Background: an optimization exercise with open tools, aiming at small area and a short achievable clock period. Do not read the settings as production practice.
At most, simulation tests tie the RTL to the original design; equivalence was not proved.
For runs 5 to 8, only the layout was checked, not whether the RTL still works.
Power is estimated from default activity; no workload was simulated.

File: flow/design.v
module lc3_mem_responder #(
    parameter int ADDR_W      = 8,
    parameter int WAIT_CYCLES = 2
) (
    input  logic        clk,
    input  logic        rst,
    input  logic        rd,
    input  logic        wr,
    input  logic [15:0] addr,
    input  logic [15:0] din,
    output logic [15:0] dout,
    output logic        complete,
    output logic        busy
);
    localparam int DEPTH = 1 << ADDR_W;
    localparam int PAIRS = DEPTH / 2;
    localparam int HI_N  = 16;           
    localparam int LO_N  = PAIRS / HI_N;  
    function automatic logic pol(input logic e, input logic [1:0] c);
        pol = e ? !(c[1] ^ c[0]) : c[1];
    endfunction
    logic busy_r, s1_r, s2_r, complete_r;
    logic accept_s, last_s;
    assign accept_s = !busy_r && (rd || wr);
    assign last_s   = busy_r && !s1_r && !s2_r;
    always_ff @(posedge clk or negedge rst) begin
        if (!rst) begin
            busy_r     <= 1'b0;
            s1_r       <= 1'b0;
            s2_r       <= 1'b0;
            complete_r <= 1'b0;
        end else begin
            busy_r     <= accept_s || s1_r || s2_r;
            s1_r       <= accept_s;
            s2_r       <= s1_r;
            complete_r <= last_s;
        end
    end
    logic [HI_N-1:0] rhi_r;
    logic [LO_N-1:0] rlo_r;
    logic            ra0_r;
    logic [15:0]     data_r;
    logic            op_rd_r;
    always_ff @(posedge clk) begin
        if (!busy_r) begin
            for (int g = 0; g < HI_N; g++) rhi_r[g] <= (addr[7:4] == 4'(g));
            for (int k = 0; k < LO_N; k++) rlo_r[k] <= (addr[3:1] == 3'(k));
            ra0_r   <= addr[0];
            data_r  <= din;
            op_rd_r <= rd;
        end
    end
    logic [3:0]      whi_r;
    logic [2:0]      wlo_r;
    logic            wa0_r;
    logic [15:0]     wdata_r;
    logic            wload_s;
    logic [3:0]      rhi_bin_s;
    logic [2:0]      rlo_bin_s;
    always_comb begin
        rhi_bin_s = '0;
        rlo_bin_s = '0;
        for (int g = 0; g < HI_N; g++) if (rhi_r[g]) rhi_bin_s = rhi_bin_s | 4'(g);
        for (int k = 0; k < LO_N; k++) if (rlo_r[k]) rlo_bin_s = rlo_bin_s | 3'(k);
    end
    logic            wvalid_r;
    assign wload_s = s2_r && !op_rd_r;
    always_ff @(posedge clk) begin
        if (wload_s) begin
            whi_r   <= rhi_bin_s;
            wlo_r   <= rlo_bin_s;
            wa0_r   <= ra0_r;
            wdata_r <= data_r;
        end
    end
    logic [1:0] cnt_r;
    logic       go1_r;
    logic       w2_r, w3_r, wlate_r;
    always_ff @(posedge clk or negedge rst) begin
        if (!rst) begin
            go1_r <= 1'b0;
        end else begin
            go1_r <= wload_s;
        end
    end
    always_ff @(posedge clk) begin
        cnt_r   <= cnt_r + 2'd1;
        w2_r    <= go1_r;
        w3_r    <= w2_r;
        wlate_r <= go1_r || w2_r || w3_r;
        if (go1_r) begin
            wvalid_r <= 1'b1;
        end else if (wload_s) begin
            wvalid_r <= 1'b0;
        end
    end
    logic [15:0] wdata_d;
    logic        wa0_d;
    logic [1:0]  cnt_nn;
    logic [15:0] colv_r;
    logic [15:0] col_s;
    assign wdata_d = wload_s ? data_r : wdata_r;
    assign wa0_d   = wload_s ? ra0_r : wa0_r;
    assign cnt_nn  = cnt_r + 2'd2;
    always_ff @(posedge clk) begin
        colv_r <= {16{wa0_d == cnt_nn[0]}} & ~(wdata_d ^ {16{pol(wa0_d, cnt_nn)}});
    end
    assign col_s = {16{go1_r || wlate_r}} & colv_r;
    logic [PAIRS-1:0] wsel_s;
    logic [PAIRS-1:0] rsel_s;
    always_comb begin
        for (int m = 0; m < PAIRS; m++) begin
            wsel_s[m] = (whi_r == 4'(m / LO_N)) && (wlo_r == 3'(m % LO_N));
            rsel_s[m] = rhi_r[m / LO_N] && rlo_r[m % LO_N];
        end
    end
    logic [15:0] mem_x [0:PAIRS-1];
    logic [15:0] mem_y [0:PAIRS-1];
    always_ff @(posedge clk) begin
        for (int m = 0; m < PAIRS; m++) begin
            mem_x[m] <= ~(mem_y[m] | ({16{wsel_s[m]}} & col_s));
            mem_y[m] <= mem_x[m];
        end
    end
    localparam int PARTS = 8;
    localparam int PER   = PAIRS / PARTS;
    logic [15:0] part_s [0:PARTS-1];
    always_comb begin
        for (int p = 0; p < PARTS; p++) begin
            part_s[p] = '0;
            for (int m = p * PER; m < (p + 1) * PER; m++) part_s[p] = part_s[p] | ({16{rsel_s[m]}} & mem_x[m]);
        end
    end
    logic [15:0] part_r [0:PARTS-1];
    logic        ppol_r;
    logic        fwd_r;
    always_ff @(posedge clk) begin
        for (int p = 0; p < PARTS; p++) part_r[p] <= part_s[p];
        ppol_r <= cnt_r[1];
        fwd_r  <= wvalid_r && (ra0_r == wa0_r) && rhi_r[whi_r] && rlo_r[wlo_r];
    end
    logic [15:0] rdata_s;
    always_comb begin
        rdata_s = '0;
        for (int p = 0; p < PARTS; p++) rdata_s = rdata_s | part_r[p];
    end
    logic [15:0] dout_r;
    always_ff @(posedge clk) begin
        if (ra0_r != cnt_r[0]) begin
            dout_r <= fwd_r ? wdata_r : (rdata_s ^ {16{ppol_r}});
        end
    end
    assign dout     = dout_r;
    assign complete = complete_r;
    assign busy     = busy_r;
endmodule
File: flow/run.sh
#!/bin/bash
# synth_recipe.tcl (not shown) runs the flow's synth.tcl, then flattens the netlist and writes it again
# the make line also repeats each setting of config.mk as NAME=value (left out here)
make -C /OpenROAD-flow-scripts/flow DESIGN_CONFIG=/design/flow/config.mk WORK_HOME=/design/flow/orfs CLKGATE_MAP_FILE= SYNTH_SCRIPT=/design/flow/synth_recipe.tcl finish
File: flow/config.mk
export PLATFORM = sky130hd
export DESIGN_NAME = lc3_mem_responder
export DESIGN_NICKNAME = lc3_mem_responder
export VERILOG_FILES = /design/flow/design.v
export SDC_FILE = /design/flow/constraint.sdc
export NUM_CORES = 4
export LEC_CHECK = 0
export CAP_MARGIN = 20
export CORE_MARGIN = 2
export CORE_UTILIZATION = 55
export CTS_CLUSTER_DIAMETER = 60
export CTS_CLUSTER_SIZE = 24
export SETUP_SLACK_MARGIN = 2.6
export SLEW_MARGIN = 20
export SYNTH_MEMORY_MAX_BITS = 8192
File: flow/constraint.sdc
create_clock -name core_clock -period 4.6 [get_ports {clk}]
set_input_delay 0.9200 -clock core_clock [delete_from_list [all_inputs] [get_ports {clk}]]
set_output_delay 0.9200 -clock core_clock [all_outputs]
set_load 0.01 [all_outputs]
==> impl_metrics.ini, run 1 <==
[final_layout]
stdcell_count = 12034
fillers = 15017
num-nets-final = 9273
final_cell_mix = 4262 x dfxtp_1, 2049 x a21oi_1, 565 x a22oi_1, 282 x buf_4, 245 x a22oi_2
area_growth_pct = 17.2
fin_area_mm2 = 0.133
fin_util_pct = 64.9
final_common_cell = dfxtp_1
drive_above_1_share_pct = 15.6

[die]
start_util_pct = 55.4
core_area_mm2 = 0.205
die_w_um = 458
rows = 166
die_area_mm2 = 0.210
die_y_um = 458
design.portCount = 54

[routing]
wire_per_inst_um = 29.8
drt-initial-drc-count = 7407
vias_per_cell = 6.09
vias = 73258
drc = 0
antenna_left = 0
wl_um = 358000
dr.pass1.iters = 6

[synthesis]
yosysUniqueCellTypes = 43
ys_seq_area_share_pct = 77.0
postSynthAreaPerCell_um2 = 12.7
syn_nets = 8998
ys_warn_count = 5
synth-async-reset-ratio_pct = 0.115
yosysTopAreaCell = dfxtp_1
synth_top_area_share_pct = 75.2
synthCells = 8962
synth_ff_type = dfxtp_1
synth-edff-count = 65
syn_area_mm2 = 0.114
synth_area_leaders = dfxtp_1 75%, a21oi_1 9.0%, a22oi_1 5.4%
synth-seq-cells = 4335

[setup_path]
worstReg2RegStart = rlo_r[2]
crit_required_ps = 5360
critPathLaunch = rlo_r[2]
criticalPathCategory = register to register
startpoint_type = register
crit_fanout = 3
cp-end-kind = register
arrival_ps = 3170

[power_and_ir_drop]
ir_drop_mv = 0.445
p_total_mw = 79.0
powerDensity_mw_per_mm2 = 593
p_leak_nw = 51.7

[grt]
grt_antenna_before_repair = 14
overflow = 0
grt_pass1_wl_um = 502000
grt_use_total_pct = 32.3
grt_max_degree = 129
grt_pass1_vias = 71857

[timing]
finalHoldViolations = 0
fmax_mhz = 415
whs_ps = 277
setup_violations = 0
maxSlewHeadroom_pct = 29.4
slew_viol_final = 0
rsz0062_at_grt = yes
finalCriticalPeriod_ps = 2410
worst_slack_ps = 2190
setup_tns_ps = 0
worst_pin_slew_ps = 1060
fin_skew_ps = 44.1
period_share_pct = 52.3

[placed_design]
placed_area_mm2 = 0.117
portBuffers = 45
dp.cells = 11291
gp_congestion = 0.794
dp_slack_ps = 1600
dpl.hpwl_um = 177000

[cts]
hold_buffers = 0
h-tree-depth = 4
insertion_delay_ps = 900
ctsLongestPathBuffers = 3
clock_sinks = 4335
cts_buffers = 212
cts_tree = yes
cts_root_buf = clkbuf_16
clkTransAtPathRegs_ps = 100

[status]
status = finished clean

[hold_path]
worstHoldPathType = input pin to async pin

[job]
maxCapViolCount = 0
-- sequential cells by signal, indices dropped and copies added, names as in the netlist, 2 cells and up --
signal and count:
rlo_r 8, wdata_r 16, part_r 128, colv_r 16, whi_r 4, cnt_r 2, mem_y 2048, dout_r 16
mem_x 2048, data_r 16, rhi_r 16, wlo_r 3
-- timing repair --
| item | CTS | global route |
|---|---|---|
| pin swaps | 322 | 253 |
| gates cloned | 70 | 36 |
| gates resized for setup | 588 | 394 |
| endpoints found under the setup margin | 2204 | 1189 |
| buffers inserted | 244 | 70 |
| endpoints found under the hold margin | 0 | 0 |
-- where the power goes --
group	switching [mW]	internal (mW)	total [mW]
logic	10.8	6.55	17.4
clock network	11.9	9.69	21.6
registers	0.765	39.3	40.0
-- per-layer routing --
metal	GRT usage [%]	vias up	part of all wire, %
met5	0	-	0.011
met4	11.7	6	4.3
met3	5.20	656	7.4
met2	52.1	2910	46
met1	44.1	37216	43
li1	-	32470	-
-- cell families (layout without fill, tap and decap cells) --
| kind of cell | after synthesis | in the layout | synth area share (%) |
|---|---|---|---|
| XOR/XNOR | 20 | 20 | 0.154 |
| buffers and inverters | 679 | 1055 | 2.36 |
| flip-flops | 4335 | 4335 | 77.0 |
| AND/OR/NAND/NOR | 711 | 714 | 3.15 |
| AO/OA/AOI/OAI | 3193 | 3193 | 17.0 |
| multiplexers | 24 | 24 | 0.297 |
| other | 0 | 5 | 0 |
-- layout make-up --
cell class | instances | area, um^2 | area share, %
multi-input cells | 3951 | 25900 | 19.5
clock buffers | 261 | 5820 | 4.37
clock inverters | 57 | 769 | 0.578
diodes | 5 | 12.5 | 0.00940
repair buffers | 710 | 9580 | 7.20
well taps | 2688 | 3360 | 2.53
inverters | 27 | 101 | 0.0762
flip-flops and latches | 4335 | 87500 | 65.7
-- worst max-delay path, cell delays in order (launching register included) --
cell	delay, ps
edfxtp_1	540
buf_12	210
buf_8	140
a222oi_1	360
nand3_1	220
a222oi_1	710
inv_1	100
-- synthesized netlist by cell type (all sizes together) (3+ instances only) --
cell type / n
buf: 149
nand3b: 3
a221oi: 4
nor4: 39
mux4: 6
nor3b: 19
nand2: 158
and2: 16
xnor2: 18
or4: 3
nor3: 8
a22oi: 810
edfxtp: 65
nand3: 155
nand2b: 4
dfxtp: 4265
nor2b: 21
a32oi: 10
mux2: 18
a221o: 7
dfrtp: 5
o21ai: 18
and3: 4
inv: 27
or3: 3
nand4: 114
a22o: 163
a31oi: 5
clkbuf: 503
a32o: 3
a21oi: 2051
nor2: 161
a222oi: 119
-- path summary, 6_finish.rpt --
| path | endpoint | slack, ps | depth (start not counted) |
|---|---|---|---|
| min in group core_clock | mem_y[86][5] | 330 | 0 |
| hold reg to reg | mem_y[86][5] | 330 | 0 |
| max in group asynchronous | busy_r | 4070 | 1 |
| setup reg to reg | part_r[2][4] | 2190 | 6 |
| setup / recovery | part_r[2][4] | 2190 | 6 |
| hold / removal | go1_r | 280 | 1 |
==> inputs of run 2 (changes only) <==
--- a/flow/config.mk
+++ b/flow/config.mk
@@ -10,6 +10,6 @@
 export CORE_UTILIZATION = 55
 export CTS_CLUSTER_DIAMETER = 60
 export CTS_CLUSTER_SIZE = 24
-export SETUP_SLACK_MARGIN = 2.6
+export SETUP_SLACK_MARGIN = 2.4
 export SLEW_MARGIN = 20
 export SYNTH_MEMORY_MAX_BITS = 8192
==> run 2 against run 1 <==
- critical path type unchanged
- final area decreased by 4.1%
- synthesized area unchanged
- synthesized cell count unchanged
- largest power group unchanged
- combinational power decreased by 17%
- clock skew decreased by 1.2 ps
==> impl_metrics.ini, run 2 <==
[status]
status = finished clean

[die]
design.portCount = 54
start_util_pct = 55.4
die_w_um = 458
core_area_mm2 = 0.205
die_y_um = 458
die_area_mm2 = 0.210
rows = 166

[synthesis]
synth-edff-count = 65
syn_area_mm2 = 0.114
ys_seq_area_share_pct = 77.0
synth-seq-cells = 4335
yosysTopAreaCell = dfxtp_1
post-synth-top-count-cell = dfxtp_1
synth_area_leaders = dfxtp_1 75%, a21oi_1 9.0%, a22oi_1 5.4%
yosysUniqueCellTypes = 43
syn_nets = 8998
synth_top_area_share_pct = 75.2
postSynthAreaPerCell_um2 = 12.7
synth_ff_type = dfxtp_1
synthTopCellsByCount = 4265 x dfxtp_1, 2051 x a21oi_1, 810 x a22oi_1
synth-async-reset-ratio_pct = 0.115
synthCells = 8962
ys_warn_count = 5

[placed_design]
dp.cells = 11291
placed_area_mm2 = 0.117
dpl.hpwl_um = 177000
portBuffers = 45
dp_slack_ps = 1600
gp_congestion = 0.794

[final_layout]
final_cell_mix = 4264 x dfxtp_1, 2051 x a21oi_1, 787 x a22oi_1, 293 x buf_4, 227 x clkbuf_16
num-nets-final = 9067
seqCellArea_mm2 = 0.0875
top_regs = mem_x x2048, mem_y x2048, part_r x128
final_common_cell = dfxtp_1
fin_area_mm2 = 0.128
area_growth_pct = 12.4
drive_above_1_share_pct = 10.2
multi_input_area_mm2 = 0.0242
fillers = 15638
stdcell_count = 11831

[power_and_ir_drop]
powerDensity_mw_per_mm2 = 595
p_leak_nw = 49.8
ir_drop_mv = 0.475

[routing]
antenna_left = 0
wl_um = 332000
vias_per_cell = 6.01
highest_layer = met5
drt-met1-wl_um = 146000
wl_met2_um = 154000
dr_wl_met3_um = 21400
drc = 0
wire_per_inst_um = 28.1
vias = 71129
drt-initial-drc-count = 7148
dr.pass1.iters = 7

[setup_path]
ff2ff_path_depth = 6
cp-end-kind = register
crit_required_ps = 5350
slowest_delay_ps = 780
cp_slowest_cell = a222oi_1
timing.rr.end = part_r[2][4]
cp_cell_sequence = buf_6 -> buf_8 -> a222oi_1 -> nand3_1 -> a222oi_1 -> inv_1
arrival_ps = 3170
criticalPathCategory = register to register
worst_path_most_repeated_cell = a222oi_1
r2r_setup_slack_ps = 2170
worstReg2RegStart = rlo_r[2]
startpoint_type = register
crit_fanout = 3

[timing]
slew_viol_final = 0
worst_pin_slew_ps = 1190
period_share_pct = 52.8
worst_slack_ps = 2170
maxSlewHeadroom_pct = 19.9
fmax_mhz = 412
whs_ps = 281
rsz0062_at_grt = yes
fin_skew_ps = 42.9
finalHoldViolations = 0
setup_tns_ps = 0
finalCriticalPeriod_ps = 2430
setup_violations = 0

[cts]
cts_root_buf = clkbuf_16
cts_tree = yes
insertion_delay_ps = 890
cts_buffers = 212
ctsLongestPathBuffers = 3
clock_sinks = 4335
h-tree-depth = 4
clkTransAtPathRegs_ps = 100

[grt]
grt_antenna_before_repair = 13
grt_max_degree = 129
grt_pass1_wl_um = 479000
overflow = 0
grt_use_total_pct = 30.6
grt_pass1_vias = 70338

[hold_path]
worstHoldPathType = input pin to async pin

[job]
maxCapViolCount = 0
-- run 2: cell counts after synthesis --
Identical to the previous run, type by type.
-- run 2: final cells by class --
type                            count  area share, %
Sequential cell                  4335           68.5
Multi-Input combinational cell   3951           18.9
Timing Repair Buffer              504           4.63
Clock buffer                      261           4.56
Tap cell                         2688           2.64
Clock inverter                     57          0.603
Inverter                           27         0.0794
Antenna cell                        8         0.0157
-- run 2: kinds of logic after synthesis --
kind of cell,Yosys count,synth area share [%]
muxes,24,0.297
DFF,4335,77.0
AOI/OAI and AO/OA,3193,17.0
and+or+nand+nor,711,3.15
xor gates and xnor gates,20,0.154
buffers and inverters,679,2.36
-- run 2: worst max-delay path by stage --
stage              from  slack [ps]        endpoint  cells after the start
2_1_floorplan  wlo_r[0]        2690  mem_x[124][10]                      7
3_3_place_gp   wlo_r[0]        1630   mem_x[127][1]                      4
3_5_place_dp   wlo_r[0]        1600   mem_x[127][1]                      4
4_1_cts        rlo_r[2]        2190   part_r[1][14]                      6
5_1_grt        rlo_r[2]        2200   part_r[1][14]                      6
6_report       rlo_r[2]        2170    part_r[2][4]                      6
-- run 2: metal layers --
| layer | GRT usage [%] | vias to the layer above |
|---|---|---|
| li1 | - | 31995 |
| met4 | 8.98 | 2 |
| met5 | 0 | - |
| met1 | 42.6 | 36244 |
| met2 | 49.8 | 2402 |
| met3 | 4.15 | 486 |
-- run 2: timing repair --
| action | CTS | global route |
|---|---|---|
| setup endpoints to repair | 1887 | 639 |
| setup buffers | 130 | 49 |
| hold buffers | 0 | 0 |
| pin swaps | 66 | 65 |
| gates cloned | 27 | 8 |
| gates resized for setup | 219 | 82 |
| endpoints found under the hold margin | 0 | 0 |
-- run 2: critical path: cells and delay by family, from the launching register on --
| kind | cells | cell delay, ps |
|---|---|---|
| AOI/OAI and AO/OA | 2 | 1160 |
| DFF | 1 | 490 |
| buffers and inverters | 3 | 450 |
| and+or+nand+nor | 1 | 210 |
-- run 2: metrics by stage --
| stage | total power, mW | util, % |
|---|---|---|
| after floorplan | 47.4 | - |
| after global placement | 52.7 | 57.2 |
| after detailed placement | 52.7 | 57.2 |
| after CTS | 75.2 | 61.8 |
| after global routing | 78.0 | 62.2 |
| final | 75.9 | 62.2 |
-- run 2: where the power goes --
| part | switching [mW] | internal (mW) |
|---|---|---|
| Combinational | 9.48 | 4.89 |
| Clock | 11.8 | 9.68 |
| Sequential | 0.777 | 39.3 |
| Total | 22.1 | 53.8 |
==> inputs of run 3 (changes only) <==
--- a/flow/config.mk
+++ b/flow/config.mk
@@ -9,7 +9,7 @@
 export CORE_MARGIN = 2
 export CORE_UTILIZATION = 55
 export CTS_CLUSTER_DIAMETER = 60
-export CTS_CLUSTER_SIZE = 24
+export CTS_CLUSTER_SIZE = 30
 export SETUP_SLACK_MARGIN = 2.4
 export SLEW_MARGIN = 20
 export SYNTH_MEMORY_MAX_BITS = 8192
==> run 3 against run 2 <==
- sequential cell count stayed put
- clock-buffer cell count is 41 lower
- highest routed layer unchanged
- worst hold slack better by 2.1 ps
- via count is 0.37% higher
==> impl_metrics.ini, run 3 <==
[final_layout]
num-nets-final = 9061
top_regs = mem_x x2048, mem_y x2048, part_r x128
fin_util_pct = 62.4
fillers = 15657
final_cell_mix = 4264 x dfxtp_1, 2051 x a21oi_1, 796 x a22oi_1, 302 x buf_4, 215 x clkbuf_16
drive_above_1_share_pct = 10.8
fin_area_mm2 = 0.128
area_growth_pct = 12.6
final_common_cell = dfxtp_1

[job]
maxCapViolCount = 0

[cts]
cts_root_buf = clkbuf_16
clock_sinks = 4335
clkTransAtPathRegs_ps = 100
hold_buffers = 0
insertion_delay_ps = 890
ctsLongestPathBuffers = 3
h-tree-depth = 4
cts_buffers = 199
cts_tree = yes

[routing]
antenna_left = 0
vias_per_cell = 6.01
vias = 71389
dr.pass1.iters = 8
wl_um = 335000
wire_per_inst_um = 28.2
drc = 0
drt-initial-drc-count = 6941

[setup_path]
critical_path.top_delay_family = compound AO/OA/AOI/OAI gates
slowest_delay_ps = 760
cp-end-kind = register
cp_slowest_cell = a222oi_1
crit_required_ps = 5350
arrival_ps = 3110
crit_fanout = 16
startpoint_type = register
criticalPathCategory = register to register
cp_cell_sequence = buf_12 -> buf_16 -> a22oi_1 -> nand3_1 -> a222oi_1 -> inv_1
crit_buf_inv = 3

[synthesis]
synth_top_area_share_pct = 75.2
synthTopCellsByCount = 4265 x dfxtp_1, 2051 x a21oi_1, 810 x a22oi_1
yosysUniqueCellTypes = 43
post-synth-top-count-cell = dfxtp_1
syn_nets = 8998
postSynthAreaPerCell_um2 = 12.7
ys_warn_count = 5
ys_seq_area_share_pct = 77.0
synth_ff_type = dfxtp_1
synthCells = 8962
syn_area_mm2 = 0.114
synth-edff-count = 65
synth-async-reset-ratio_pct = 0.115
synth-seq-cells = 4335
yosysTopAreaCell = dfxtp_1
synth_area_leaders = dfxtp_1 75%, a21oi_1 9.0%, a22oi_1 5.4%

[timing]
finalHoldViolations = 0
worst_pin_slew_ps = 1310
fin_skew_ps = 40.5
setup_violations = 0
finalCriticalPeriod_ps = 2360
fmax_mhz = 423
setup_tns_ps = 0
period_share_pct = 51.4
maxSlewHeadroom_pct = 12.0
slew_viol_final = 0
rsz0062_at_grt = yes

[grt]
busiest_layer = met2
grt_use_met2_pct = 49.5
overflow = 0
grt_pass1_wl_um = 479000
grt_max_degree = 129
grt_antenna_before_repair = 16
grt_pass1_vias = 70069
grtUsageMet1_pct = 42.7
grt_use_total_pct = 30.6
use_met3_pct = 4.05

[die]
die_area_mm2 = 0.210
start_util_pct = 55.4
die_y_um = 458
core_area_mm2 = 0.205
die_w_um = 458
design.portCount = 54
rows = 166

[placed_design]
portBuffers = 45
dpl.hpwl_um = 177000
gp_congestion = 0.794
placed_area_mm2 = 0.117

[power_and_ir_drop]
ir_drop_mv = 0.493
p_leak_nw = 49.9
powerDensity_mw_per_mm2 = 596

[hold_path]
worstHoldPathType = input pin to async pin

[status]
status = finished clean
-- run 3: cell count changes in the layout (fill, tap and decap cells not counted), moves of 6 or more --
cell,previous run,this run
a22oi_1,787,796
a22oi_2,23,14
buf_12,64,70
buf_4,293,302
clkbuf_1,24,9
clkbuf_16,227,215
clkbuf_8,20,6
clkinv_4,4,18
clkinv_8,5,19
inv_12,1,9
inv_6,14,29
inv_8,3,25
-- run 3: worst paths after layout --
path                            depth (start not counted)  slack (ps)       endpoint          start
worst max-delay path                                    6        2240   part_r[2][4]       rlo_r[4]
worst min-delay path                                    1         280           s2_r            rst
worst max register to register                          6        2240   part_r[2][4]       rlo_r[4]
worst min register to register                          0         330  mem_y[40][14]  mem_x[40][14]
max in group asynchronous                               1        4060          go1_r            rst
min in group core_clock                                 0         330  mem_y[40][14]  mem_x[40][14]
-- run 3: cell type report --
cell class	instances	area, um^2	area share [%]
inverters	27	101	0.0792
diodes	9	22.5	0.0176
well taps	2688	3360	2.63
multi-input cells	3951	24100	18.9
flip-flops and latches	4335	87500	68.4
repair buffers	511	5980	4.67
clock inverters	132	1590	1.24
clock buffers	220	5250	4.10
-- run 3: cells by family after synthesis --
logic type,share of synthesized area (%)
AOI/OAI and AO/OA,17.0
xor gates and xnor gates,0.154
buffers and inverters,2.36
DFF,77.0
muxes,0.297
and+or+nand+nor,3.15
-- run 3: metal layers --
metal / part of all wire, % / vias up
met2: 46 / 2470
met1: 43 / 36311
met5: 0.0039 / -
met4: 3.7 / 2
met3: 6.5 / 525
li1: - / 32081
-- run 3: what timing repair did --
item                                    in CTS  in global routing
cloned                                      27                 10
endpoints found under the setup margin    1879                552
pin swaps                                   74                 49
hold endpoints to repair                     0                  0
resized for setup                          224                 63
buffers inserted                           120                 64
-- run 3: metrics by stage --
stage | instances | setup WS [ps] | power (mW) | hold WS (ps)
floorplan | 8962 | 2690 | 47.4 | 324
global placement | 11291 | 1630 | 52.7 | 331
detailed placement | 11291 | 1600 | 52.7 | 335
CTS | 11790 | 2190 | 75.5 | 246
global route | 11869 | 2200 | 78.4 | 265
finish | 11873 | 2240 | 76.2 | 283
-- run 3: power by group --
group,total [mW],internal [mW],switching (mW)
Clock,21.8,9.21,12.6
Combinational,14.4,4.85,9.56
Sequential,40.0,39.3,0.778
Total,76.2,53.3,22.9
==> inputs of run 4 (changes only) <==
--- a/flow/config.mk
+++ b/flow/config.mk
@@ -7,8 +7,8 @@
 export LEC_CHECK = 0
 export CAP_MARGIN = 20
 export CORE_MARGIN = 2
-export CORE_UTILIZATION = 55
-export CTS_CLUSTER_DIAMETER = 60
+export CORE_UTILIZATION = 60
+export CTS_CLUSTER_DIAMETER = 80
 export CTS_CLUSTER_SIZE = 30
 export SETUP_SLACK_MARGIN = 2.4
 export SLEW_MARGIN = 20
==> run 4 against run 3 <==
- still clean on timing, DRC and antenna
- sequential share of layout area up 1.4 points
- register-to-register slack worse by 50 ps
- clock power down about 20%
- worst setup slack worse by 52 ps
- largest cell class unchanged
==> impl_metrics.ini, run 4 <==
[status]
status = finished clean

[setup_path]
cp_slowest_cell = a222oi_1
cp_cell_sequence = buf_12 -> buf_12 -> buf_12 -> a222oi_1 -> nand3_1 -> a222oi_1 -> inv_1
crit_required_ps = 5310
cp-end-kind = register
criticalPathCategory = register to register
crit_fanout = 6
arrival_ps = 3120
startpoint_type = register
ff2ff_path_depth = 7
worstReg2RegStart = rlo_r[2]
timing.rr.end = part_r[0][9]
slowest_delay_ps = 650
r2r_setup_slack_ps = 2190
worst_path_most_repeated_cell = buf_12

[cts]
cts_root_buf = clkbuf_16
clkTransAtPathRegs_ps = 110
cts_tree = yes
hold_buffers = 0
ctsLongestPathBuffers = 3
insertion_delay_ps = 880
h-tree-depth = 4
cts_buffers = 162
clock_sinks = 4335

[final_layout]
top_regs = mem_x x2048, mem_y x2048, part_r x128
multi_input_area_mm2 = 0.0242
seqCellArea_mm2 = 0.0875
fin_util_pct = 66.7
stdcell_count = 11517
drive_above_1_share_pct = 9.15
area_growth_pct = 10.4
num-nets-final = 9028
fillers = 13852
final_common_cell = dfxtp_1
final_cell_mix = 4264 x dfxtp_1, 2051 x a21oi_1, 803 x a22oi_1, 303 x buf_4, 190 x clkbuf_16

[timing]
setup_violations = 0
period_share_pct = 52.5
maxSlewHeadroom_pct = 23.8
worst_pin_slew_ps = 1140
rsz0062_at_grt = yes
worst_slack_ps = 2190
finalHoldViolations = 0
fin_skew_ps = 40.7
finalCriticalPeriod_ps = 2410
whs_ps = 305
slew_viol_final = 0
fmax_mhz = 414
setup_tns_ps = 0

[hold_path]
worstHoldPathType = input pin to async pin

[grt]
grt_antenna_before_repair = 9
grt_pass1_vias = 69889
overflow = 0
grt_use_total_pct = 32.3
grt_max_degree = 129
grt_pass1_wl_um = 465000

[die]
die_w_um = 439
start_util_pct = 60.4
core_area_mm2 = 0.188
die_y_um = 439
die_area_mm2 = 0.193
design.portCount = 54
rows = 159

[placed_design]
gp_congestion = 0.822
dp.cells = 11084
portBuffers = 45
dpl.hpwl_um = 176000
dp_slack_ps = 1550

[synthesis]
post-synth-top-count-cell = dfxtp_1
synthMuxAreaShare_pct = 0.297
synth_ff_type = dfxtp_1
yosys.area_share.adder_pct = 0
synthCells = 8962
synth-seq-cells = 4335
synth-compound-area-share_pct = 17.0
synthTopCellsByCount = 4265 x dfxtp_1, 2051 x a21oi_1, 810 x a22oi_1
yosysTopAreaCell = dfxtp_1
synth-edff-count = 65
synth_area_leaders = dfxtp_1 75%, a21oi_1 9.0%, a22oi_1 5.4%
ys_warn_count = 5
synth_top_family_by_area = compound AO/OA/AOI/OAI gates
synth_top_area_share_pct = 75.2
synth-async-reset-ratio_pct = 0.115
syn_nets = 8998
ys_seq_area_share_pct = 77.0
postSynthAreaPerCell_um2 = 12.7
syn_area_mm2 = 0.114
yosysUniqueCellTypes = 43
synthXorXnorAreaFrac_pct = 0.154
synth-simple-area-share_pct = 3.15

[power_and_ir_drop]
powerDensity_mw_per_mm2 = 574
ir_drop_mv = 0.390
p_leak_nw = 48.8

[routing]
dr.pass1.iters = 8
vias = 70978
drt-initial-drc-count = 7256
drc = 0
wl_um = 331000
wire_per_inst_um = 28.7
antenna_left = 0
vias_per_cell = 6.16

[job]
maxCapViolCount = 0
[run 4: layer usage]
| metal | global-route usage [%] | vias to the layer above | part of all wire (%) |
|---|---|---|---|
| met5 | 0 | - | 0 |
| met4 | 10.1 | 0 | 3.7 |
| met3 | 4.40 | 491 | 7.3 |
| met2 | 52.3 | 2602 | 46 |
| met1 | 45.1 | 36059 | 43 |
| li1 | - | 31826 | - |
[run 4: worst max-delay path: cells and delay by family, from the launching register on]
family / cells / cell delay [ps]
AO/OA/AOI/OAI: 2 / 990
flip-flops: 1 / 440
buffers and inverters: 4 / 660
AND/OR/NAND/NOR: 1 / 130
[run 4: through the flow]
| stage | cell area (um^2) | total power, mW |
|---|---|---|
| 2_1_floorplan | 114000 | 47.4 |
| 3_3_place_gp | 117000 | 52.6 |
| 3_5_place_dp | 117000 | 52.7 |
| 4_1_cts | 123000 | 70.3 |
| 5_1_grt | 125000 | 74.0 |
| 6_report | 125000 | 71.9 |
[run 4: cell families (layout without fill, tap and decap cells)]
kind of cell,Yosys count,count (layout)
flops,4335,4335
compound gates,3193,3193
simple gates,711,712
buf+inv,679,736
mux,24,24
xor+xnor,20,20
other cells,0,2
[run 4: worst max path at each step]
stage	from	to	slack, ps	cells after the start
2_1_floorplan	wlo_r[0]	mem_x[124][10]	2690	7
3_3_place_gp	wlo_r[0]	mem_x[50][12]	1620	4
3_5_place_dp	wlo_r[0]	mem_x[50][9]	1550	4
4_1_cts	dout_r[8]	dout[8]	2200	1
5_1_grt	dout_r[8]	dout[8]	2200	1
6_report	rlo_r[2]	part_r[0][9]	2190	7
[run 4: report_power, final]
part	switching, mW	internal [mW]	leakage [nW]
combinational	9.40	4.77	9.08
sequential	0.969	39.3	37.5
clock	10.9	6.65	2.14
[run 4: repair_timing]
item                                    4_1_cts  5_1_grt
gates resized for setup                     194      102
pin swaps                                    45       72
setup buffers                               111       92
endpoints found under the setup margin     1943     1035
hold endpoints to repair                      0        0
gates cloned                                 11       25
[run 4: area by class of cell]
class                      instances  share of cell area, %
multi-input combinational       3949                   19.3
inverter                          27                 0.0809
antenna                            2                0.00399
clock inverter                    14                  0.116
timing repair buffer             517                   4.82
clock buffer                     178                   3.37
sequential                      4335                   69.8
tap                             2495                   2.49
==> inputs of run 5 (changes only) <==
--- a/flow/design.v
+++ b/flow/design.v
@@ -108,12 +108,8 @@
     assign col_s = {16{go1_r || wlate_r}} & colv_r;
     logic [PAIRS-1:0] wsel_s;
     logic [PAIRS-1:0] rsel_s;
-    always_comb begin
-        for (int m = 0; m < PAIRS; m++) begin
-            wsel_s[m] = (whi_r == 4'(m / LO_N)) && (wlo_r == 3'(m % LO_N));
-            rsel_s[m] = rhi_r[m / LO_N] && rlo_r[m % LO_N];
-        end
-    end
+    lc3_mem_wsel_dec u_wsel (.hi(whi_r), .lo(wlo_r), .sel(wsel_s));
+    lc3_mem_rsel_dec u_rsel (.hi(rhi_r), .lo(rlo_r), .sel(rsel_s));
     logic [15:0] mem_x [0:PAIRS-1];
     logic [15:0] mem_y [0:PAIRS-1];
     always_ff @(posedge clk) begin
@@ -144,13 +140,34 @@
         rdata_s = '0;
         for (int p = 0; p < PARTS; p++) rdata_s = rdata_s | part_r[p];
     end
+    logic [15:0] dout_one_s, dout_zero_s;
+    assign dout_one_s  = fwd_r ? wdata_r : {16{!ppol_r}};
+    assign dout_zero_s = fwd_r ? wdata_r : {16{ppol_r}};
     logic [15:0] dout_r;
     always_ff @(posedge clk) begin
         if (ra0_r != cnt_r[0]) begin
-            dout_r <= fwd_r ? wdata_r : (rdata_s ^ {16{ppol_r}});
+            for (int j = 0; j < 16; j++) dout_r[j] <= rdata_s[j] ? dout_one_s[j] : dout_zero_s[j];
         end
     end
     assign dout     = dout_r;
     assign complete = complete_r;
     assign busy     = busy_r;
 endmodule
+module lc3_mem_wsel_dec (
+    input  logic [3:0]   hi,
+    input  logic [2:0]   lo,
+    output logic [127:0] sel
+);
+    always_comb begin
+        for (int m = 0; m < 128; m++) sel[m] = (hi == 4'(m / 8)) && (lo == 3'(m % 8));
+    end
+endmodule
+module lc3_mem_rsel_dec (
+    input  logic [15:0]  hi,
+    input  logic [7:0]   lo,
+    output logic [127:0] sel
+);
+    always_comb begin
+        for (int m = 0; m < 128; m++) sel[m] = hi[m / 8] && lo[m % 8];
+    end
+endmodule
--- a/flow/config.mk
+++ b/flow/config.mk
@@ -7,9 +7,10 @@
 export LEC_CHECK = 0
 export CAP_MARGIN = 20
 export CORE_MARGIN = 2
-export CORE_UTILIZATION = 60
-export CTS_CLUSTER_DIAMETER = 80
-export CTS_CLUSTER_SIZE = 30
-export SETUP_SLACK_MARGIN = 2.4
+export CORE_UTILIZATION = 55
+export CTS_CLUSTER_DIAMETER = 60
+export CTS_CLUSTER_SIZE = 24
+export SETUP_SLACK_MARGIN = 2.1
 export SLEW_MARGIN = 20
+export SYNTH_HIERARCHICAL = 1
 export SYNTH_MEMORY_MAX_BITS = 8192
==> run 5 against run 4 <==
- worst setup slack got worse by 480 ps
- register-to-register slack worse by 140 ps
- first-iteration DRC count shrank 15%
- wire length is 0.26% higher
- synthesized cell count down 1.2%
- final area fell by 0.78%
- sequential share of layout area increased by 0.55 points
- power up 3.2%
- synthesized area increased by 0.37%
- largest cell class unchanged
- largest power group unchanged
==> impl_metrics.ini, run 5 <==
[setup_path]
crit_buf_inv = 1
arrival_ps = 1980
crit_required_ps = 3680
cp_cell_sequence = buf_2
cp-end-kind = primary output
cp_slowest_cell = edfxtp_1
crit_fanout = 4
slowest_delay_ps = 820
worstReg2RegStart = rlo_r[2]
critical_path.top_delay_family = flip-flops
criticalPathCategory = register to primary output
startpoint_type = register
critPathLaunch = dout_r[15]

[die]
design.portCount = 54
rows = 167
die_w_um = 459
die_area_mm2 = 0.211
die_y_um = 459
core_area_mm2 = 0.206
start_util_pct = 55.2

[synthesis]
synth-compound-area-share_pct = 17.0
synth_top_area_share_pct = 74.9
synth-edff-count = 65
synthCells = 8853
yosysTopAreaCell = dfxtp_1
syn_area_mm2 = 0.114
synthXorXnorAreaFrac_pct = 0.170
synthTopCellsByCount = 4265 x dfxtp_1, 2048 x a21oi_1, 512 x a221oi_1, 512 x a22o_1, 492 x clkbuf_1
ys_seq_area_share_pct = 76.7
synth_area_leaders = dfxtp_1 75%, a21oi_1 9.0%, a221oi_1 3.9%
post-synth-top-count-cell = dfxtp_1
synthMuxAreaShare_pct = 0.314
synth-async-reset-ratio_pct = 0.115
syn_nets = 8889
synth-simple-area-share_pct = 2.95
postSynthAreaPerCell_um2 = 12.9
yosysUniqueCellTypes = 49
ys_warn_count = 13
synth_ff_type = dfxtp_1
yosys.area_share.adder_pct = 0
synth_top_family_by_area = compound AO/OA/AOI/OAI gates
synth-seq-cells = 4335

[cts]
cts_root_buf = clkbuf_16
cts_tree = yes
insertion_delay_ps = 910
cts_buffers = 211
ctsLongestPathBuffers = 3
clkTransAtPathRegs_ps = 90
hold_buffers = 0
clock_sinks = 4335
h-tree-depth = 4

[timing]
rsz0062_at_grt = yes
setup_violations = 0
worst_slack_ps = 1700
period_share_pct = 63.0
slew_viol_final = 0
finalCriticalPeriod_ps = 2900
setup_tns_ps = 0
fin_skew_ps = 40.7
finalHoldViolations = 0
worst_pin_slew_ps = 1210
maxSlewHeadroom_pct = 19.6
fmax_mhz = 345

[grt]
overflow = 0
grt_max_degree = 129
grt_antenna_before_repair = 16
grt_pass1_wl_um = 478000
grt_use_total_pct = 30.7
grt_pass1_vias = 68785

[routing]
drc = 0
dr.pass1.iters = 7
highest_layer = met4
vias = 69440
wl_met2_um = 149000
wire_per_inst_um = 28.9
drt-met1-wl_um = 146000
drt-initial-drc-count = 6132
dr_wl_met3_um = 22800
vias_per_cell = 6.05
wl_um = 332000
antenna_left = 0

[placed_design]
dp_slack_ps = 1500
gp_congestion = 0.894
portBuffers = 45
dpl.hpwl_um = 193000

[power_and_ir_drop]
p_total_mw = 74.2
powerDensity_mw_per_mm2 = 597
p_leak_nw = 47.8
ir_drop_mv = 0.470

[hold_path]
min_from = mem_x[74][4]
worstHoldPathType = register to register

[final_layout]
top_regs = mem_x x2048, mem_y x2048, part_r x128
area_growth_pct = 9.11
fillers = 16084
multi_input_area_mm2 = 0.0239
final_cell_mix = 4264 x dfxtp_1, 2048 x a21oi_1, 512 x a22o_1, 484 x a221oi_1, 312 x buf_4
num-nets-final = 8706
seqCellArea_mm2 = 0.0875
final_common_cell = dfxtp_1
drive_above_1_share_pct = 9.23

[job]
maxCapViolCount = 0

[status]
status = finished clean
-- run 5: cell types whose count changed after synthesis, sizes merged, moves of 119 or more --
| cell | change |
|---|---|
| a221oi | +508 |
| a222oi | -119 |
| a22o | +349 |
| a22oi | -810 |
| buf | +145 |
| nand3 | -154 |
-- run 5: per-module statistics from Yosys, one instance, submodules excluded --
module	copies in the design	cells inside
lc3_mem_responder	1	8535
lc3_mem_rsel_dec	1	136
lc3_mem_wsel_dec	1	182
-- run 5: path summary, 6_finish.rpt --
path	depth (start not counted)	slack, ps	endpoint
setup / recovery	1	1700	dout[15]
hold / removal	0	340	mem_y[74][4]
setup reg to reg	6	2050	part_r[7][0]
hold reg to reg	0	340	mem_y[74][4]
max in group asynchronous	1	3600	s1_r
min in group asynchronous	1	490	go1_r
-- run 5: cells by family after synthesis --
| logic type | Yosys count |
|---|---|
| muxes | 26 |
| DFF | 4335 |
| AOI/OAI and AO/OA | 3091 |
| xor gates and xnor gates | 20 |
| and+or+nand+nor | 591 |
| buffers and inverters | 790 |
-- run 5: cell type report --
cell class | instances | share of cell area [%]
clock buffer | 243 | 4.50
timing repair buffer | 385 | 2.62
antenna | 21 | 0.0423
inverter | 3 | 0.00906
sequential | 4335 | 70.3
multi-input combinational | 3734 | 19.2
clock inverter | 61 | 0.567
tap | 2704 | 2.72
-- run 5: power breakdown --
group	leakage, nW	total [mW]	switching, mW	internal, mW
clock network	3.09	21.0	11.8	9.23
logic	7.13	12.9	8.59	4.29
registers	37.6	40.3	1.07	39.3
total	47.8	74.2	21.4	52.8
-- run 5: layer usage --
metal,up-vias,GRT usage [%]
li1,31022,-
met1,35340,43.3
met2,2467,47.8
met3,611,4.34
met4,0,12.7
met5,-,0
-- run 5: timing repair --
action,4_1_cts,5_1_grt
setup buffers,48,4
setup endpoints to repair,997,542
gates cloned,3,3
resized for setup,114,39
pin swaps,8,4
-- run 5: stage by stage --
stage	instance area (um^2)	std cells	hold slack, ps	utilization (%)
CTS	124000	11458	337	60.1
floorplan	114000	8853	325	-
global placement	117000	11100	335	56.7
detailed placement	117000	11103	335	56.7
finish	124000	11486	337	60.2
global route	124000	11483	340	60.2
==> inputs of run 6 (changes only) <==
--- a/flow/design.v
+++ b/flow/design.v
@@ -118,7 +118,7 @@
             mem_y[m] <= mem_x[m];
         end
     end
-    localparam int PARTS = 8;
+    localparam int PARTS = 4;
     localparam int PER   = PAIRS / PARTS;
     logic [15:0] part_s [0:PARTS-1];
     always_comb begin
==> run 6 against run 5 <==
- wire length is 11% higher
- sequential power shrank 2%
- sequential share of layout area down 0.61 points
- critical path type is now register to register
- critical path depth is 5 higher
- via count up 3.0%
- core utilization increased by 0.24 points
- final cell count rose by 1.1%
- non-clock buffer count up 65
- clock-buffer cell count is 5 higher
- largest power group unchanged
- combinational power is 5% higher
- still clean on timing, DRC and antenna
==> impl_metrics.ini, run 6 <==
[status]
status = finished clean

[grt]
grt_pass1_vias = 70104
grt_max_degree = 129
grt_use_total_pct = 34.3
grt_antenna_before_repair = 25
grt_pass1_wl_um = 519000
overflow = 0

[die]
die_w_um = 457
die_y_um = 457
core_area_mm2 = 0.204
design.portCount = 54
die_area_mm2 = 0.209
rows = 166
start_util_pct = 55.3

[timing]
slew_viol_final = 0
finalCriticalPeriod_ps = 2630
finalHoldViolations = 0
setup_violations = 0
maxSlewHeadroom_pct = 23.7
period_share_pct = 57.2
setup_tns_ps = 0
fmax_mhz = 380
worst_pin_slew_ps = 1150
rsz0062_at_grt = yes
fin_skew_ps = 35.3

[final_layout]
fin_util_pct = 60.5
fillers = 16037
area_growth_pct = 9.40
seqCellArea_mm2 = 0.0862
num-nets-final = 8864
final_cell_mix = 4200 x dfxtp_1, 2048 x a21oi_1, 1004 x a22oi_1, 348 x buf_4, 257 x nand4_1
top_regs = mem_x x2048, mem_y x2048, part_r x64
drive_above_1_share_pct = 10.7
stdcell_count = 11615
multi_input_area_mm2 = 0.0238
final_common_cell = dfxtp_1

[synthesis]
synthMuxAreaShare_pct = 0.317
synth-simple-area-share_pct = 3.97
synthCells = 8949
synth-async-reset-ratio_pct = 0.117
postSynthAreaPerCell_um2 = 12.6
syn_area_mm2 = 0.113
synth-edff-count = 65
yosysTopAreaCell = dfxtp_1
synth_top_family_by_area = compound AO/OA/AOI/OAI gates
ys_seq_area_share_pct = 76.3
yosys.area_share.adder_pct = 0
synth-seq-cells = 4271
yosysUniqueCellTypes = 47
synth_ff_type = dfxtp_1
syn_nets = 8985
post-synth-top-count-cell = dfxtp_1
synth_top_area_share_pct = 74.4
synthXorXnorAreaFrac_pct = 0.172
ys_warn_count = 13
synth_area_leaders = dfxtp_1 74%, a21oi_1 9.1%, a22oi_1 6.8%
synthTopCellsByCount = 4201 x dfxtp_1, 2048 x a21oi_1, 1024 x a22oi_1
synth-compound-area-share_pct = 16.0

[hold_path]
worstHoldPathType = input pin to async pin

[routing]
drt-initial-drc-count = 7539
wire_per_inst_um = 31.6
vias = 71532
dr.pass1.iters = 5
antenna_left = 0
vias_per_cell = 6.16
wl_um = 367000
drc = 0

[setup_path]
crit_fanout = 9
crit_required_ps = 5370
criticalPathCategory = register to register
cp-end-kind = register
arrival_ps = 3400
startpoint_type = register

[cts]
ctsLongestPathBuffers = 3
cts_buffers = 209
clkTransAtPathRegs_ps = 100
h-tree-depth = 4
cts_root_buf = clkbuf_16
clock_sinks = 4271
insertion_delay_ps = 900
cts_tree = yes

[power_and_ir_drop]
netSwitchingPower_mw = 22.3
clkPwrFrac_pct = 28.3
p_int_mw = 51.8
comb_power_share_pct = 18.3
netSwitchingFraction_pct = 30.1
powerDensity_mw_per_mm2 = 599
ir_drop_mv = 0.488
p_leak_nw = 47.1
seqPwrFrac_pct = 53.4

[placed_design]
portBuffers = 45
dpl.hpwl_um = 216000
dp.cells = 11189
gp_congestion = 0.857

[job]
maxCapViolCount = 0
-- run 6: area by class of cell --
class                   count  area share [%]
flip-flops and latches   4271            69.7
multi-input cells        3893            19.3
clock buffers             248            4.61
repair buffers            450            3.14
well taps                2688            2.72
clock inverters            51           0.488
diodes                     11          0.0223
inverters                   3         0.00911
-- run 6: cell families (layout without fill, tap and decap cells) --
| kind of cell | count (synthesis) | in the layout |
|---|---|---|
| xor gates and xnor gates | 20 | 20 |
| other | 0 | 11 |
| DFF | 4271 | 4271 |
| AOI/OAI and AO/OA | 3091 | 3091 |
| muxes | 26 | 26 |
| and+or+nand+nor | 751 | 756 |
| buffers and inverters | 790 | 752 |
-- run 6: power groups by stage --
stage	Combinational [mW]	Sequential [mW]	Clock, mW
6_report	13.6	39.5	21.0
5_1_grt	14.0	39.7	22.4
4_1_cts	13.0	39.5	21.0
3_5_place_dp	12.4	40.5	0
3_3_place_gp	12.4	40.5	0
2_1_floorplan	6.79	40.0	0
-- run 6: worst paths after layout --
| path | startpoint | to | slack (ps) | depth (start not counted) |
|---|---|---|---|---|
| max in group asynchronous | rst | complete_r | 4040 | 1 |
| min | rst | busy_r | 300 | 1 |
| min in group core_clock | mem_x[120][14] | mem_y[120][14] | 340 | 0 |
| max reg2reg | rhi_r[9] | part_r[2][2] | 1970 | 6 |
| max | rhi_r[9] | part_r[2][2] | 1970 | 6 |
| min reg2reg | mem_x[120][14] | mem_y[120][14] | 340 | 0 |
-- run 6: critical path: stages, from the launching register on --
cell	delay [ps]
edfxtp_1	520
buf_4	200
and2_2	340
buf_4	270
a22oi_1	200
nand4_1	340
or4_1	610
-- run 6: Yosys stat by module, one instance, submodules excluded --
module	copies in the design	area (um^2)
lc3_mem_responder	1	111000
lc3_mem_rsel_dec	1	891
lc3_mem_wsel_dec	1	912
-- run 6: repair_timing --
item | 4_1_cts | 5_1_grt
gates cloned | 5 | 0
hold buffers | 0 | 0
endpoints found under the setup margin | 685 | 636
hold endpoints to repair | 0 | 0
setup buffers | 72 | 39
gates resized for setup | 208 | 98
pin swaps | 43 | 52
-- run 6: through the flow --
step	total power [mW]	cell area, um^2	hold slack (ps)	setup WS, ps
6_report	74.1	124000	301	1970
5_1_grt	76.0	124000	284	2030
4_1_cts	73.5	123000	270	2000
3_5_place_dp	52.9	116000	335	1450
3_3_place_gp	52.9	116000	332	1500
2_1_floorplan	46.8	113000	325	2530
-- run 6: per-layer routing --
| metal | routed length (um) | vias up | global-route usage [%] |
|---|---|---|---|
| li1 | - | 31228 | - |
| met1 | 154000 | 36527 | 47.3 |
| met2 | 166000 | 3082 | 53.9 |
| met3 | 30700 | 671 | 6.10 |
| met4 | 15900 | 24 | 13.1 |
| met5 | 161 | - | 0 |
==> inputs of run 7 (changes only) <==
--- a/flow/design.v
+++ b/flow/design.v
@@ -118,7 +118,7 @@
             mem_y[m] <= mem_x[m];
         end
     end
-    localparam int PARTS = 4;
+    localparam int PARTS = 8;
     localparam int PER   = PAIRS / PARTS;
     logic [15:0] part_s [0:PARTS-1];
     always_comb begin
--- a/flow/config.mk
+++ b/flow/config.mk
@@ -7,10 +7,10 @@
 export LEC_CHECK = 0
 export CAP_MARGIN = 20
 export CORE_MARGIN = 2
-export CORE_UTILIZATION = 55
+export CORE_UTILIZATION = 65
 export CTS_CLUSTER_DIAMETER = 60
 export CTS_CLUSTER_SIZE = 24
-export SETUP_SLACK_MARGIN = 2.1
+export SETUP_SLACK_MARGIN = 2.5
 export SLEW_MARGIN = 20
 export SYNTH_HIERARCHICAL = 1
 export SYNTH_MEMORY_MAX_BITS = 8192
==> run 7 against run 6 <==
- synthesized area increased by 0.88%
- global-route usage increased by 2.1 points
- critical path depth decreased by 5
- register-to-register slack improved by 230 ps
- core utilization increased by 14 points
- combinational power increased by 13%
- final area increased by 4.2%
- clock power decreased by 3%
- critical endpoint is now dout[15]
- largest power group unchanged
==> impl_metrics.ini, run 7 <==
[setup_path]
cp-end-kind = primary output
critical_path.top_delay_family = flip-flops
startpoint_type = register
crit_required_ps = 3680
criticalPathCategory = register to primary output
arrival_ps = 1860
cp_cell_sequence = buf_2
crit_buf_inv = 1
cp_slowest_cell = edfxtp_1
crit_fanout = 1
slowest_delay_ps = 750

[synthesis]
synth-edff-count = 65
synth_top_family_by_area = compound AO/OA/AOI/OAI gates
syn_area_mm2 = 0.114
synth-compound-area-share_pct = 17.0
synthTopCellsByCount = 4265 x dfxtp_1, 2048 x a21oi_1, 512 x a221oi_1, 512 x a22o_1, 492 x clkbuf_1
synthXorXnorAreaFrac_pct = 0.170
syn_nets = 8889
yosysTopAreaCell = dfxtp_1
synthMuxAreaShare_pct = 0.314
post-synth-top-count-cell = dfxtp_1
postSynthAreaPerCell_um2 = 12.9
synthCells = 8853
ys_warn_count = 13
ys_seq_area_share_pct = 76.7
synth-seq-cells = 4335
synth-async-reset-ratio_pct = 0.115
synth-simple-area-share_pct = 2.95
yosysUniqueCellTypes = 49
synth_ff_type = dfxtp_1
synth_area_leaders = dfxtp_1 75%, a21oi_1 9.0%, a221oi_1 3.9%
synth_top_area_share_pct = 74.9
yosys.area_share.adder_pct = 0

[die]
die_y_um = 423
die_w_um = 423
core_area_mm2 = 0.174
die_area_mm2 = 0.179
start_util_pct = 65.5
rows = 153
design.portCount = 54

[cts]
cts_buffers = 205
insertion_delay_ps = 890
cts_tree = yes
clkTransAtPathRegs_ps = 90
h-tree-depth = 4
hold_buffers = 0
clock_sinks = 4335
cts_root_buf = clkbuf_16
ctsLongestPathBuffers = 3

[final_layout]
area_growth_pct = 13.0
final_common_cell = dfxtp_1
fillers = 11310
fin_util_pct = 74.0
top_regs = mem_x x2048, mem_y x2048, part_r x128
final_cell_mix = 4264 x dfxtp_1, 2047 x a21oi_1, 502 x a22o_1, 351 x buf_4, 318 x a221oi_1
seqCellArea_mm2 = 0.0875
multi_input_area_mm2 = 0.0260
fin_area_mm2 = 0.129
num-nets-final = 8941
drive_above_1_share_pct = 14.7

[routing]
wire_per_inst_um = 29.9
drt-initial-drc-count = 7402
vias = 72047
wl_um = 339000
dr.pass1.iters = 6
vias_per_cell = 6.37
drc = 0
antenna_left = 0

[power_and_ir_drop]
p_leak_nw = 49.9
powerDensity_mw_per_mm2 = 590
p_total_mw = 76.0
ir_drop_mv = 0.431

[timing]
maxSlewHeadroom_pct = 17.6
fin_skew_ps = 31.7
finalCriticalPeriod_ps = 2780
setup_violations = 0
rsz0062_at_grt = yes
worst_pin_slew_ps = 1230
whs_ps = 328
period_share_pct = 60.5
fmax_mhz = 359
finalHoldViolations = 0
setup_tns_ps = 0
slew_viol_final = 0

[placed_design]
portBuffers = 45
dpl.hpwl_um = 189000
placed_area_mm2 = 0.116
gp_congestion = 0.921

[status]
status = finished clean

[grt]
grt_max_degree = 129
grt_pass1_vias = 70159
grt_use_total_pct = 36.4
grt_antenna_before_repair = 19
overflow = 0
grt_pass1_wl_um = 481000

[job]
maxCapViolCount = 0

[hold_path]
worstHoldPathType = register to register
-- run 7: cell types whose count changed after synthesis, moves of 33 or more --
cell	previous run	this run
a221oi_1	0	512
a22oi_1	1024	0
buf_2	235	140
buf_6	50	17
dfxtp_1	4201	4265
clkbuf_1	311	492
clkbuf_2	48	1
a22o_1	0	512
nand4_1	257	129
or4_1	67	3
-- run 7: worst paths after layout --
path / from / endpoint / slack, ps / cells after the start
worst max-delay path: dout_r[15] / dout[15] / 1820 / 1
worst min-delay path: mem_x[43][15] / mem_y[43][15] / 330 / 0
worst max register to register: rlo_r[3] / part_r[4][1] / 2200 / 9
worst min register to register: mem_x[43][15] / mem_y[43][15] / 330 / 0
max in group asynchronous: rst / go1_r / 3610 / 1
min in group asynchronous: rst / s1_r / 490 / 1
-- run 7: routing by layer --
layer / global-route usage (%) / vias up / routed length, um
met5: 0 / - / 8
met4: 15.1 / 2 / 15200
met3: 6.65 / 722 / 30800
met2: 55.0 / 3263 / 150000
met1: 51.8 / 36625 / 142000
li1: - / 31435 / -
-- run 7: cells by family after synthesis --
| family | after synthesis |
|---|---|
| DFF | 4335 |
| AOI/OAI and AO/OA | 3091 |
| buffers and inverters | 790 |
| and+or+nand+nor | 591 |
| muxes | 26 |
| xor gates and xnor gates | 20 |
-- run 7: Yosys stat by module, one instance, submodules excluded --
module	flip-flops and latches	cell area, um^2	times used	cells
lc3_mem_wsel_dec	0	912	1	182
lc3_mem_responder	4335	112000	1	8535
lc3_mem_rsel_dec	0	891	1	136
-- run 7: through the flow --
step,instances,setup WS [ps]
3_3_place_gp,10702,1480
4_1_cts,11177,1770
5_1_grt,11303,1870
6_report,11306,1820
2_1_floorplan,8853,2530
3_5_place_dp,10704,1420
-- run 7: timing repair --
| item | in CTS | in global routing |
|---|---|---|
| pin swaps | 87 | 89 |
| resized for setup | 600 | 284 |
| setup endpoints to repair | 2201 | 1215 |
| gates cloned | 8 | 19 |
| setup buffers | 186 | 106 |
-- run 7: power breakdown --
group	switching (mW)	internal, mW
Clock	11.4	8.99
Combinational	9.63	5.81
Sequential	0.897	39.2
-- run 7: layout make-up --
class / count / share of cell area, %
clock buffer: 247 / 4.35
multi-input combinational: 3735 / 20.2
timing repair buffer: 625 / 5.00
clock inverter: 32 / 0.302
sequential: 4335 / 67.9
tap: 2325 / 2.26
antenna: 4 / 0.00777
inverter: 3 / 0.00874
==> inputs of run 8 (changes only) <==
--- a/flow/design.v
+++ b/flow/design.v
@@ -118,7 +118,7 @@
             mem_y[m] <= mem_x[m];
         end
     end
-    localparam int PARTS = 8;
+    localparam int PARTS = 4;
     localparam int PER   = PAIRS / PARTS;
     logic [15:0] part_s [0:PARTS-1];
     always_comb begin
@@ -131,9 +131,11 @@
     logic        ppol_r;
     logic        fwd_r;
     always_ff @(posedge clk) begin
-        for (int p = 0; p < PARTS; p++) part_r[p] <= part_s[p];
-        ppol_r <= cnt_r[1];
-        fwd_r  <= wvalid_r && (ra0_r == wa0_r) && rhi_r[whi_r] && rlo_r[wlo_r];
+        if (ra0_r == cnt_r[0]) begin
+            for (int p = 0; p < PARTS; p++) part_r[p] <= part_s[p];
+            ppol_r <= cnt_r[1];
+            fwd_r  <= wvalid_r && (ra0_r == wa0_r) && rhi_r[whi_r] && rlo_r[wlo_r];
+        end
     end
     logic [15:0] rdata_s;
     always_comb begin
@@ -145,9 +147,7 @@
     assign dout_zero_s = fwd_r ? wdata_r : {16{ppol_r}};
     logic [15:0] dout_r;
     always_ff @(posedge clk) begin
-        if (ra0_r != cnt_r[0]) begin
-            for (int j = 0; j < 16; j++) dout_r[j] <= rdata_s[j] ? dout_one_s[j] : dout_zero_s[j];
-        end
+        for (int j = 0; j < 16; j++) dout_r[j] <= rdata_s[j] ? dout_one_s[j] : dout_zero_s[j];
     end
     assign dout     = dout_r;
     assign complete = complete_r;
--- a/flow/config.mk
+++ b/flow/config.mk
@@ -7,10 +7,10 @@
 export LEC_CHECK = 0
 export CAP_MARGIN = 20
 export CORE_MARGIN = 2
-export CORE_UTILIZATION = 65
+export CORE_UTILIZATION = 55
 export CTS_CLUSTER_DIAMETER = 60
 export CTS_CLUSTER_SIZE = 24
-export SETUP_SLACK_MARGIN = 2.5
+export SETUP_SLACK_MARGIN = 2.1
 export SLEW_MARGIN = 20
 export SYNTH_HIERARCHICAL = 1
 export SYNTH_MEMORY_MAX_BITS = 8192
==> run 8 against run 7 <==
- sequential share of layout area increased by 0.18 points
- sequential cell count fell by 64
- sequential power barely moved
- worst hold slack worse by 85 ps
- critical path type is now register to register
- critical endpoint is now part_r[3][3]
- largest power group unchanged
==> impl_metrics.ini, run 8 <==
[final_layout]
area_growth_pct = 12.3
drive_above_1_share_pct = 13.8
fin_area_mm2 = 0.127
fillers = 15803
stdcell_count = 11793
fin_util_pct = 62.2
final_common_cell = dfxtp_1
num-nets-final = 9014
top_regs = mem_x x2048, mem_y x2048, part_r x64
final_cell_mix = 4149 x dfxtp_1, 2048 x a21oi_1, 887 x a22oi_1, 380 x buf_4, 257 x nand4_1

[setup_path]
crit_required_ps = 5240
worst_path_most_repeated_cell = buf_12
cp-end-kind = register
criticalPathCategory = register to register
startpoint_type = register
arrival_ps = 3350
crit_fanout = 8
crit_buf_inv = 3
ff2ff_path_depth = 7
cp_slowest_cell = or4_1
cp_cell_sequence = buf_12 -> buf_4 -> and2_4 -> buf_12 -> a22oi_2 -> nand4_1 -> or4_1
worst-path-stages = 7
slowest_delay_ps = 680
critical_path.top_delay_family = simple AND/OR/NAND/NOR gates

[timing]
maxSlewHeadroom_pct = 23.7
worst_pin_slew_ps = 1140
finalCriticalPeriod_ps = 2710
rsz0062_at_grt = yes
fmax_mhz = 369
slew_viol_final = 0
fin_skew_ps = 57.1
setup_tns_ps = 0
setup_violations = 0
finalHoldViolations = 0
period_share_pct = 59.0

[die]
start_util_pct = 55.4
rows = 166
die_w_um = 458
die_y_um = 458
die_area_mm2 = 0.210
design.portCount = 54
core_area_mm2 = 0.205

[cts]
h-tree-depth = 4
ctsLongestPathBuffers = 3
cts_buffers = 208
cts_tree = yes
clkTransAtPathRegs_ps = 100
insertion_delay_ps = 910
hold_buffers = 0
cts_root_buf = clkbuf_16
clock_sinks = 4271

[power_and_ir_drop]
powerDensity_mw_per_mm2 = 600
ir_drop_mv = 0.498
p_leak_nw = 48.5

[grt]
grt_pass1_wl_um = 524000
overflow = 0
grt_use_total_pct = 34.6
grt_pass1_vias = 70545
grt_antenna_before_repair = 25
grt_max_degree = 129

[synthesis]
synth-seq-cells = 4271
post-synth-top-count-cell = dfxtp_1
synth_ff_type = dfxtp_1
synthCells = 8949
yosysTopAreaCell = dfxtp_1
postSynthAreaPerCell_um2 = 12.7
synth_area_leaders = dfxtp_1 73%, a21oi_1 9.0%, a22oi_1 6.8%
synthTopCellsByCount = 4151 x dfxtp_1, 2048 x a21oi_1, 1024 x a22oi_1
yosysUniqueCellTypes = 48
ys_warn_count = 13
syn_area_mm2 = 0.113
synth-async-reset-ratio_pct = 0.117
syn_nets = 8985
synth_top_area_share_pct = 73.3
synth-edff-count = 115
ys_seq_area_share_pct = 76.4

[status]
status = finished clean

[routing]
drc = 0
dr.pass1.iters = 5
vias = 72757
vias_per_cell = 6.17
wl_um = 374000
drt-initial-drc-count = 8213
antenna_left = 0
wire_per_inst_um = 31.7

[hold_path]
worstHoldPathType = input pin to async pin

[placed_design]
placed_area_mm2 = 0.116
dpl.hpwl_um = 217000
gp_congestion = 0.847
dp.cells = 11196
portBuffers = 45

[job]
maxCapViolCount = 0
[run 8: cell families (layout without fill, tap and decap cells)]
group / count (synthesis) / after routing / synth area share, %
flip-flops: 4271 / 4271 / 76.4
AO/OA/AOI/OAI: 3091 / 3091 / 15.9
buffers and inverters: 790 / 929 / 3.23
AND/OR/NAND/NOR: 751 / 756 / 3.96
multiplexers: 26 / 26 / 0.315
XOR/XNOR: 20 / 20 / 0.171
other: 0 / 12 / 0
[run 8: per-stage QoR]
stage	setup slack [ps]	hold slack, ps	power [mW]
2_1_floorplan	2510	325	46.9
3_3_place_gp	1140	334	53.4
3_5_place_dp	1160	336	53.4
4_1_cts	1890	204	75.4
5_1_grt	1900	227	78.2
6_report	1890	243	76.4
[run 8: cell type report]
class,instances,area [um^2],share of cell area (%)
flip-flops and latches,4271,86700,68.1
multi-input cells,3893,24700,19.4
repair buffers,601,6200,4.87
clock buffers,267,5680,4.46
well taps,2688,3360,2.64
clock inverters,58,704,0.553
diodes,12,30.0,0.0236
inverters,3,11.3,0.00884
[run 8: report_power, final]
part / total [mW] / switching (mW) / internal [mW]
logic: 15.4 / 10.5 / 4.94
registers: 39.9 / 1.05 / 38.8
clock network: 21.1 / 11.8 / 9.30
[run 8: worst reg2reg max path: cells and delay by family, from the launching register on]
| family | cells | cell delay [ps] |
|---|---|---|
| buf+inv | 3 | 510 |
| compound gates | 1 | 150 |
| flops | 1 | 450 |
| simple gates | 3 | 1330 |
[run 8: layer usage]
| layer | GRT usage [%] | share of wire, % | wire length, um | up-vias |
|---|---|---|---|---|
| met5 | 0 | 0.018 | 69 | - |
| met4 | 14.5 | 4.8 | 17800 | 10 |
| met3 | 5.93 | 8.8 | 33100 | 752 |
| met2 | 53.2 | 44 | 166000 | 3428 |
| met1 | 48.6 | 42 | 157000 | 36947 |
| li1 | - | - | - | 31620 |
[run 8: what timing repair did]
item	in CTS	in global routing
setup endpoints to repair	623	635
pin swaps	152	133
setup buffers	183	62
cloned	10	5
resized for setup	467	161
[run 8: worst paths after layout]
kind                              startpoint            to  slack [ps]
worst max-delay path                rlo_r[2]  part_r[3][3]        1890
worst min-delay path                     rst         go1_r         240
max in group asynchronous                rst          s1_r        4160
min in group core_clock         mem_x[57][6]  mem_y[57][6]         320
worst max register to register      rlo_r[2]  part_r[3][3]        1890
worst min register to register  mem_x[57][6]  mem_y[57][6]         320
[run 8: modules after synthesis, one instance, submodules excluded]
| module | area [um^2] | times used | cells inside |
|---|---|---|---|
| lc3_mem_responder | 112000 | 1 | 8631 |
| lc3_mem_wsel_dec | 912 | 1 | 182 |
| lc3_mem_rsel_dec | 891 | 1 | 136 |

afterwards: timing with drivers on the ports:
The flow's constraints put no driver on any port. The routed layouts listed below were extracted and timed again, unchanged, in two steps.
Step 1, drivers: a clkbuf_16 drives clk and a buf_2 each remaining input, both assumed.
Step 2 moves the port delays by t, midway between the first and last clock arrival at a register: inputs arrive t later, outputs are due t later. That takes back most of the time a late clock gives input paths.
Slacks: ideal ports / drivers / drivers and shift; pairs: ideal ports / drivers.
run | t (ns) | slack for setup (ns) | pins driven straight from the clock port
run 1 | 0.966 | 2.192 / 2.158 / 2.192 | 1
run 2 | 0.955 | 2.173 / 2.170 / 2.173 | 1
run 3 | 0.961 | 2.238 / 2.172 / 2.238 | 1
run 4 | 0.946 | 2.186 / 2.173 / 2.186 | 1
run 5 | 0.980 | 1.703 / 1.613 / 2.048 | 1
run 6 | 0.969 | 1.967 / 1.967 / 1.967 | 1
run 7 | 0.959 | 1.818 / 1.734 / 2.179 | 1
run 8 | 0.969 | 1.888 / 1.888 / 1.888 | 1
After both steps setup and hold are still met in every run listed.
